This is an optimization exercise on Yosys and OpenROAD, whose aim is small area, a short achievable clock period and few clock cycles per item, not a production implementation.
In this exercise RTL edits were held to simulation tests only and were not proved equivalent to the original.
Power figures rest on the tool's default switching activity, not on a simulated workload.

==> inputs of v39 <==
Design mac_accumulator_coprocessor_top, start of the top module:
module mac_accumulator_coprocessor_top #(
    parameter int OUT_DEPTH = macc_pkg::OUT_DEPTH_DEF
) (
    input  logic                clk,
    input  logic                rst_n,
    input  logic                push,
    output logic                full,
    input  logic [145:0]        in_word,
    output logic                empty,
    input  logic                pop,
    output logic [40:0]         out_word
);
    logic [1:0]  f_kind;
    logic        f_full, f_wa31, f_g1, f_g2;
    logic [31:0] f_a, f_b;
    logic [15:0] f_alg;
    logic [7:0]  f_ahg;
    logic             take;
    logic             res_push;
    logic [40:0]      res;
    logic [OUT_DEPTH:1] out_lvl_reg, out_up, out_down, out_taken, out_kept;
    logic               popped;
    macc_front u_front (
        .in_word (in_word),
        .kind    (f_kind),
        .full    (f_full),
        .a       (f_a),
        .b       (f_b),
        .alg     (f_alg),
        .ahg     (f_ahg),
        .wa31    (f_wa31),
        .g1      (f_g1),
        .g2      (f_g2)
    );
    assign take = push && !out_lvl_reg[OUT_DEPTH];
    assign full = out_lvl_reg[OUT_DEPTH];
    macc_back u_back (
        .clk      (clk),
        .rst_n    (rst_n),
        .in_valid (take),
        .in_kind  (f_kind),
        .in_full  (f_full),
        .in_a     (f_a),
        .in_b     (f_b),
        .in_alg   (f_alg),
        .in_ahg   (f_ahg),
        .in_wa31  (f_wa31),
        .in_g1    (f_g1),
        .in_g2    (f_g2),
        .res_push (res_push),
        .res      (res)
    );
    macc_fifo #(
        .WIDTH  (41),
        .DEPTH  (OUT_DEPTH)
    ) u_out_q (
        .clk     (clk),
        .rst_n   (rst_n),
        .push    (res_push),
        .wr_data (res),
        .empty   (empty),
        .pop     (pop),
        .rd_data (out_word)
    );
    assign popped    = pop && !empty;
    assign out_up    = {out_lvl_reg[OUT_DEPTH-1:1], 1'b1};
    assign out_down  = {1'b0, out_lvl_reg[OUT_DEPTH:2]};
    assign out_taken = take ? out_up : out_lvl_reg;
    assign out_kept  = take ? out_lvl_reg : out_down;
    always_ff @(posedge clk or negedge rst_n)
    begin
        if (!rst_n)
            out_lvl_reg <= '0;
        else
            out_lvl_reg <= popped ? out_kept : out_taken;
    end
endmodule
clock: 10.0 ns
lec_check: 0
cap_margin: 20
core_margin: 2
core_utilization: 55
slew_margin: 20
synth_hierarchical: 1
standard.sh (not shown) runs the stock make flow with config.mk's settings and CLKGATE_MAP_FILE= SYNTH_SCRIPT=/design/flow/synth_recipe.tcl, a recipe that flattens the netlist after the stock synthesis.
==> flow/flow/run.sh <==
#!/bin/bash
# Standard layout (standard synthesis included), with timing repair asked to
# keep a setup margin, so that it works on the clock period the design
# achieves rather than stopping at the 10 ns constraint.
set -euo pipefail
bash standard.sh SETUP_SLACK_MARGIN=6.75 finish > make_finish.log 2>&1
==> v24: changes against v39 <==
==> flow/flow/run.sh (replaced) <==
#!/bin/bash
# Standard layout (standard synthesis included), with timing repair asked to
# keep a setup margin, so that it works on the clock period the design
# achieves rather than stopping at the 10 ns constraint. Every port still
# gets a buffer, of a smaller cell than the default pick.
set -euo pipefail
bash standard.sh "BUFFER_PORTS_ARGS=-buffer_cell sky130_fd_sc_hd__buf_2" SETUP_SLACK_MARGIN=6.75 finish > make_finish.log 2>&1
==> comparison <==
Of v24 and v39, v39 has the higher clock-buffer cell count (gap 12).
Die area is the same in v39 and v24.
In synthesized area, v24 and v39 do not differ.
Routed wire length is about the same in v24 and v39.
Between v39 and v24, the lower core utilization is in v24 (gap 0.52 points).
Against v24, the clock power of v39 is lower by about 5%.
In v24 the non-clock buffer count is higher than in v39, by 9.
Against v39, the sequential share of layout area of v24 is higher by 0.18 points.
==> figures <==
metric	v24	v39
Clk pwr	2.35 mW	2.23 mW
Filler Cells Inserted	5516	5482
Pwr per Cell Area	229 mW/mm²	226 mW/mm²
Routed wire length on met2	63800 µm	64100 µm
Worst Path Buf+Inv	2	1
Status	finished clean	finished clean
Number of diodes	6	3
Fraction of the core area covered by cells at the end of the flow	64.8%	65.3%
Number of buffers created by CTS	59	60
DRC marker count from the first detailed-route iteration	3838	3048
Fin nets	4767	4759
Buffering overhead	8.10%	8.98%
Routed via count	29300	29400
Crit Path Class	flip-flop to flip-flop	flip-flop to primary output
Worst setup timing slack at the placement stage	6.03 ns	5.82 ns
Non-filler instance count after layout	4747	4735
Via count of the first global-routing pass	31700	31700
Testbench counts of v39, summed over its fixed seeds: cycles 24,024, items 24,000.
Testbench counts of v24, summed over its fixed seeds: cycles 24,024, items 24,000.


==> v17 <==
mac_accumulator_coprocessor_top, a different RTL version from the one above (not shown whole).
clock: 10.0 ns
lec_check: 0
cap_margin: 20
core_margin: 2
core_utilization: 55
slew_margin: 20
synth_hierarchical: 1
==> flow/flow/run.sh <==
#!/bin/bash
# Standard layout (standard synthesis included), with timing repair asked to
# keep a setup margin, so that it works on the clock period the design
# achieves rather than stopping at the 10 ns constraint.
set -euo pipefail
bash standard.sh SETUP_SLACK_MARGIN=6.8 finish > make_finish.log 2>&1
==> v35 (differences from v17) <==
--- a/flow/config.mk
+++ b/flow/config.mk
@@ -8,5 +8,6 @@
 export CAP_MARGIN = 20
 export CORE_MARGIN = 2
-export CORE_UTILIZATION = 55
+export CORE_UTILIZATION = 40
+export CTS_BUF_LIST = sky130_fd_sc_hd__clkbuf_8
 export SLEW_MARGIN = 20
 export SYNTH_HIERARCHICAL = 1
==> qor summary <==
| metric | v17 | v35 |
|---|---|---|
| Power density normalized to cell area | 239 mW/mm2 | 234 mW/mm2 |
| Final worst-path cycle share | 0.323 | 0.334 |
| Met3 capacity usage during global routing | 0.120 | 0.0775 |
| Result of the run | no timing/DRC/antenna violations | no timing/DRC/antenna violations |
| Final standard cell count with taps included and fillers excluded | 4888 | 5350 |
| Total stage count of the critical path | 10 | 2 |
| Post-Place Cell Area | 0.0448 mm2 | 0.0452 mm2 |
| Fraction of layout instances using a drive strength above 1 | 0.152 | 0.169 |
| Share of final layout cell area taken by non-clock buffers | 0.0820 | 0.0867 |
| CP peak stage delay | 520 ps | 380 ps |
| Synth-to-layout area growth | 18.0% | 19.3% |
| Core region area | 0.0759 mm2 | 0.105 mm2 |
| Post-route standard cell area excluding fillers | 0.0498 mm2 | 0.0503 mm2 |
| Total Wirelength | 140000 um | 137000 um |
| Register Area | 0.0149 mm2 | 0.0148 mm2 |
| Fraction of area in multi-input gates | 0.533 | 0.526 |
| R2r startpoint | u_back.s0_b_reg[9]$_DFF_P_ | u_back.s0_b_reg[12]$_DFF_P_ |
| Post-route worst hold slack | 383 ps | 429 ps |
Testbench counts of v17, summed over its fixed seeds: cycles 24,024, items 24,000.
Testbench counts of v35, summed over its fixed seeds: cycles 24,024, items 24,000.


==> 02-11 <==
mac_accumulator_coprocessor_top, a different RTL version from the one above (not shown whole).
Settings: LEC_CHECK=0, CAP_MARGIN=20, CORE_MARGIN=2, CORE_UTILIZATION=55, SLEW_MARGIN=20, SYNTH_HIERARCHICAL=1; clock period 10.0 ns.
==> flow/flow/run.sh <==
#!/bin/bash
# Standard layout (standard synthesis included), with timing repair asked to
# keep a setup margin, so that it works on the clock period the design
# achieves rather than stopping at the 10 ns constraint.
set -euo pipefail
bash standard.sh SETUP_SLACK_MARGIN=6.6 finish > make_finish.log 2>&1
==> 03-15: changes against 02-11 <==
==> flow/flow/run.sh (replaced) <==
#!/bin/bash
# Standard layout (standard synthesis included), with timing repair asked to
# keep a setup margin, so that it works on the clock period the design
# achieves rather than stopping at the 10 ns constraint.
set -euo pipefail
bash standard.sh SETUP_SLACK_MARGIN=6.75 finish > make_finish.log 2>&1
- CTS_CLUSTER_DIAMETER: unset -> 80
- CTS_CLUSTER_SIZE: unset -> 40
==> run summary <==
- P_clk: 0.00226 W
- Worst path cell trace: buf_12 -> nand2_1 -> fa_1 -> fa_1 -> fa_1 -> fa_1 -> fa_1
- Met3 global-route usage: 10.48%
- Status: no timing/DRC/antenna violations
- Reg2reg start: u_back.s0_b_reg[10]$_DFF_P_
Source of the figures above: 02-11

==> run summary <==
- CTS sink count: 534
- Postcts setup bufs: 77
- Status: no timing/DRC/antenna violations
- P_clk: 0.00156 W
- CP required: 8.00 ns
- Worst path cell trace: buf_6
Source of the figures above: 03-15

Testbench counts of 02-11, summed over its fixed seeds: cycles 24,024, items 24,000.
Testbench counts of 03-15, summed over its fixed seeds: cycles 24,024, items 24,000.

## what the ideal ports hide
No port has a modelled driver above. Below, the same layouts with a new extraction and two added sets of constraints. Step 1 (the two cells are an assumption about what drives the block):
set clk [get_ports {clk}]
set_driving_cell -lib_cell sky130_fd_sc_hd__clkbuf_16 $clk
set_driving_cell -lib_cell sky130_fd_sc_hd__buf_2 [delete_from_list [all_inputs] $clk]
Step 2 moves the port delays by t, midway between the first and last clock arrival at a register: inputs arrive t later, outputs are due t later. That takes back most of the time a late clock gives input paths. Three values: ideal, step 1, step 2; two values: the first two.
| run | shift t [ns] | setup slack, ns | hold slack, ns | worst setup path after step 2 |
|---|---|---|---|---|
| v39 | 0.717 | 6.712 / 6.646 / 6.097 | 0.455 / 0.455 / 0.455 | input to register |
| v24 | 0.703 | 6.693 / 6.670 / 6.272 | 0.449 / 0.449 / 0.449 | input to register |
| v17 | 0.698 | 6.770 / 6.748 / 6.173 | 0.383 / 0.383 / 0.383 | input to register |
| v35 | 0.829 | 6.658 / 6.592 / 6.145 | 0.429 / 0.429 / 0.429 | input to register |
| 02-11 | 0.702 | 6.607 / 6.607 / 6.076 | 0.372 / 0.372 / 0.372 | input to register |
| 03-15 | 0.727 | 6.691 / 6.618 / 6.271 | 0.394 / 0.394 / 0.394 | input to register |
After both steps setup and hold are still met in every run listed. For v39, which loses most, drivers alone change the setup slack by -0.066 ns; drivers and shift together by -0.615 ns.
